Context: an optimization exercise on an open-source flow, tuned for small area, a short achievable clock period and few clock cycles. The choices shown serve that exercise and are no tape-out recipe. Where RTL was checked, it was by simulation tests only, not by an equivalence proof against the original. Power is estimated from default activity; no workload was simulated.

green:
## conv_top
module conv_top (
  input  wire logic                     clock,
  input  wire logic                     rst_n,
  input  wire logic                     go,
  output logic                          finish,
  output logic [conv_pkg::IMAGE_ADDR_W-1:0]       image_address,
  output logic                          image_enable,
  input  wire logic [conv_pkg::DATA_W-1:0]        image_data,
  output logic [conv_pkg::FILTER_ADDR_W-1:0]      filter_address,
  output logic                          filter_enable,
  input  wire logic [conv_pkg::DATA_W-1:0]        filter_data,
  output logic [conv_pkg::OUTPUT_ADDR_W-1:0]      output_address,
  output logic [conv_pkg::DATA_W-1:0]             output_data,
  output logic                          output_write
);
Settings: LEC_CHECK=0, CAP_MARGIN=20, CORE_MARGIN=2, CORE_UTILIZATION=40, SLEW_MARGIN=20, SYNTH_HIERARCHICAL=1; clock period 11.0 ns.
standard.sh (not shown) runs the stock make flow with config.mk's settings and CLKGATE_MAP_FILE= SYNTH_SCRIPT=/design/flow/synth_recipe.tcl, a recipe that flattens the netlist after the stock synthesis.
==> flow/flow/run.sh <==
#!/bin/bash
# Own layout flow: the standard ORFS flow (its standard synthesis
# included) with the settings in flow/params.sh: a setup-slack target for
# the timing repair, buf_2 port buffers and the clock tree options.
# ORFS writes each tool's log under orfs/logs; standard.log has the rest.
set -uo pipefail
source flow/params.sh
bash standard.sh > standard.log 2>&1
==> flow/flow/params.sh <==
export SETUP_SLACK_MARGIN=7.7
export BUFFER_PORTS_ARGS="-buffer_cell sky130_fd_sc_hd__buf_2"
export CTS_ARGS="-sink_clustering_enable -repair_clock_nets -dont_use_dummy_load -sink_clustering_size 30 -sink_clustering_max_diameter 150"
Testbench counts of green, summed over its fixed seeds: cycles 14,208.
Input-level comparison between purple and green:
==> flow/flow/params.sh <==
export SETUP_SLACK_MARGIN=7.75
export BUFFER_PORTS_ARGS="-buffer_cell sky130_fd_sc_hd__buf_2"
export CTS_ARGS="-sink_clustering_enable -repair_clock_nets -dont_use_dummy_load -sink_clustering_size 30 -sink_clustering_max_diameter 150"
export SETUP_MOVE_SEQUENCE=sizeup,swap
Findings:
- On global-route total usage across every layer, green tracks purple almost exactly.
- | count of placed standard cells including taps | green vs purple | ≈ equal |
- Per the comparison of purple with green, number of cells on the critical path shrank by 1; count of placed standard cells in the final layout, fillers left out decreased about 2%.
- Part of the power in the clock network ended up 0.3 points lower on purple than on green.
- Share of cell area taken by multi-input logic gates | purple above green
- purple — fraction of met3 tracks used by global routing 0.68 points lower, green as reference
- Summary — total power draw, purple relative to green: higher, by 3.6%.
- Global-route wire length before repair across purple and green: no real change.
- Total placed instance area across purple and green: no real change.

========
Another version of the RTL of conv_top (not shown whole).
Size: about 1200 cells after synthesis, ~280 flip-flops, about 14000 µm² of cells after synthesis.
==> flow/config.mk <==
export PLATFORM = sky130hd
export DESIGN_NAME = conv_top
export DESIGN_NICKNAME = conv_top
export VERILOG_FILES = /design/flow/design.v
export SDC_FILE = /design/flow/constraint.sdc
export NUM_CORES = 4
export LEC_CHECK = 0
export CAP_MARGIN = 0
export CORE_MARGIN = 2
export CORE_UTILIZATION = 40
export SLEW_MARGIN = 0
export SYNTH_HIERARCHICAL = 1
==> flow/constraint.sdc <==
create_clock -name core_clock -period 11.0 [get_ports {clock}]
set_input_delay 2.2000 -clock core_clock [delete_from_list [all_inputs] [get_ports {clock}]]
set_output_delay 2.2000 -clock core_clock [all_outputs]
set_load 0.01 [all_outputs]
==> flow/flow/params.sh <==
export SETUP_SLACK_MARGIN=7.8
export BUFFER_PORTS_ARGS="-buffer_cell sky130_fd_sc_hd__buf_2"
export CTS_ARGS="-sink_clustering_enable -repair_clock_nets -dont_use_dummy_load -sink_clustering_size 30 -sink_clustering_max_diameter 150"
Scripts as last shown in full above: flow/flow/run.sh
Change:
- CAP_MARGIN: 0 -> 20
- SLEW_MARGIN: 0 -> 20
The changed run finished clean.
Routed wire length does not change.
Non-clock buffer count does not change.
Via count stays the same.
Clock power hardly moves.
Total power stays the same.
Register-to-register slack stays flat.
Global-route usage stays the same.
Setup slack stays the same.
Change:
==> flow/flow/params.sh (replaced) <==
export SETUP_SLACK_MARGIN=7.7
export BUFFER_PORTS_ARGS="-buffer_cell sky130_fd_sc_hd__buf_2"
export CTS_ARGS="-sink_clustering_enable -repair_clock_nets -dont_use_dummy_load -sink_clustering_size 30 -sink_clustering_max_diameter 150"
Sequential share of layout area rose by 0.69 points.
Global-route usage is higher by 0.31 points.
Clock skew decreases by 20 ps.
Maximum frequency came out lower by 1.4%.
Core utilization falls by 1.1 points.
Clock-buffer cell count is unchanged.
Critical path depth is higher by 6.
No functional check of the RTL was part of any run of this note.

========
Setup of v6:
Another version of the RTL of conv_top (not shown whole).
Size: ~1,200 cells after synthesis, about 280 flip-flops, about 71 I/O pins.
clock: 11.0 ns
lec_check: 0
cap_margin: 20
core_margin: 2
core_utilization: 40
slew_margin: 20
synth_hierarchical: 1
run.sh (not shown) runs the stock make flow with config.mk's settings and CLKGATE_MAP_FILE= SYNTH_SCRIPT=/design/flow/synth_recipe.tcl, a recipe that flattens the netlist after the stock synthesis.
Stock flow here: none of the scripts above is used.
Relative to v6, the following input files were edited for v7:
- ABC_AREA now 1, previously not set
[summary]
- ~same clock latency on the worst-skew pair in v6 and v7
- [compare] base=v6 new=v7: portion of the layout cell area used by clock cells moved up; setup slack of the worst register-to-register path saw an increase; maximum number of pins on one net before global-route repair saw little to no change; number of instances in the synthesized netlist went up 13%; final cell count now larger.
- On instance count on the critical path: v7 sits below v6.
- Relative to v6, clock network fraction of design power has increased by 1.0 points in v7.
- When the final numbers for v6 and v7 were put side by side, the leakage power turned out to be smaller in v6.
- Of v6 and v7, v7 shows the lower complex-gate fraction of the synthesized area, with v6 above it.
Function was not checked in any run of this note: the RTL went through the layout flow alone.

========
Setup of job 7870:
conv_top, a different RTL version from the one above (not shown whole).
Size: ~1100 cells after synthesis, about 280 flip-flops, ~71 I/O pins.
Settings: LEC_CHECK=0, CAP_MARGIN=20, CORE_MARGIN=2, CORE_UTILIZATION=40, SLEW_MARGIN=20, SYNTH_HIERARCHICAL=1; clock period 11.0 ns.
standard.sh (not shown) runs the stock make flow with config.mk's settings and CLKGATE_MAP_FILE= SYNTH_SCRIPT=/design/flow/synth_recipe.tcl, a recipe that flattens the netlist after the stock synthesis.
==> flow/flow/params.sh <==
export SETUP_SLACK_MARGIN=7.7
export BUFFER_PORTS_ARGS="-buffer_cell sky130_fd_sc_hd__buf_2"
export CTS_ARGS="-sink_clustering_enable -repair_clock_nets -dont_use_dummy_load -sink_clustering_size 30 -sink_clustering_max_diameter 150"
export SETUP_MOVE_SEQUENCE=sizeup,swap
Scripts as last shown in full above: flow/flow/run.sh
Testbench counts of job 7870, summed over its fixed seeds: cycles 14,208.
Input changes introduced in job 2021 (baseline for comparison: job 7870):
Settings: CORE_UTILIZATION now 60, was 40.
--- a/flow/flow/params.sh
+++ b/flow/flow/params.sh
@@ -1 +1 @@
-export SETUP_SLACK_MARGIN=7.7
+export SETUP_SLACK_MARGIN=7.75
==> summary.txt <==
Going from job 7870 to job 2021, maximum clock frequency rose by about 2.8%, met2 wire length went down, longest individual stage delay on the worst path picked up an extra 0.05 ns. Global-route usage is lower on job 7870.
Edits applied to the flow inputs when going from job 2021 to job 7177:
Settings: CORE_UTILIZATION changed from 60 to 40.
--- a/flow/flow/params.sh
+++ b/flow/flow/params.sh
@@ -1 +1 @@
-export SETUP_SLACK_MARGIN=7.75
+export SETUP_SLACK_MARGIN=7.8
The x dimension of the die in job 7177 was higher than what job 2021 gave.
Measured against job 7177, the average vias per placed instance of job 2021 comes out at 1.12 times the reference value.
Part of the power in registers sits lower in job 7177 than in job 2021.

-- static timing again, ports no longer ideal --
Ports are ideal in the flow. The routed layouts listed here were re-timed in OpenROAD. Step 1: set_driving_cell puts a clkbuf_16 on clock and a buf_2 on each other input, an assumption about the parent block. Step 2 adds t to the input delays and takes it off the output delays; t is the mean of the earliest and latest rising clock arrival at the registers after step 1. Input paths then give back, and output paths get back, about the clock's delay inside the block. Slacks: ideal / step 1 / step 2; pairs: ideal / step 1.
| run | t (ns) | slack for setup (ns) | worst data-port slew with drivers (ns) |
|---|---|---|---|
| green | 0.518 | 7.723 / 7.722 / 7.723 | 0.06 |
| purple | 0.533 | 7.742 / 7.742 / 7.742 | 0.05 |
| the first run of note 2 | 0.530 | 7.795 / 7.744 / 7.859 | 0.05 |
| the second run of note 2 | 0.530 | 7.795 / 7.744 / 7.859 | 0.05 |
| the third run of note 2 | 0.530 | 7.751 / 7.719 / 7.751 | 0.05 |
| v6 | 0.609 | 6.839 / 6.839 / 6.839 | 0.06 |
| v7 | 0.619 | 7.144 / 7.091 / 7.270 | 0.04 |
| job 7870 | 0.522 | 7.716 / 7.716 / 7.716 | 0.05 |
| job 2021 | 0.519 | 7.804 / 7.760 / 7.804 | 0.05 |
| job 7177 | 0.525 | 7.787 / 7.774 / 7.787 | 0.05 |
After both steps setup and hold are still met in every run listed.
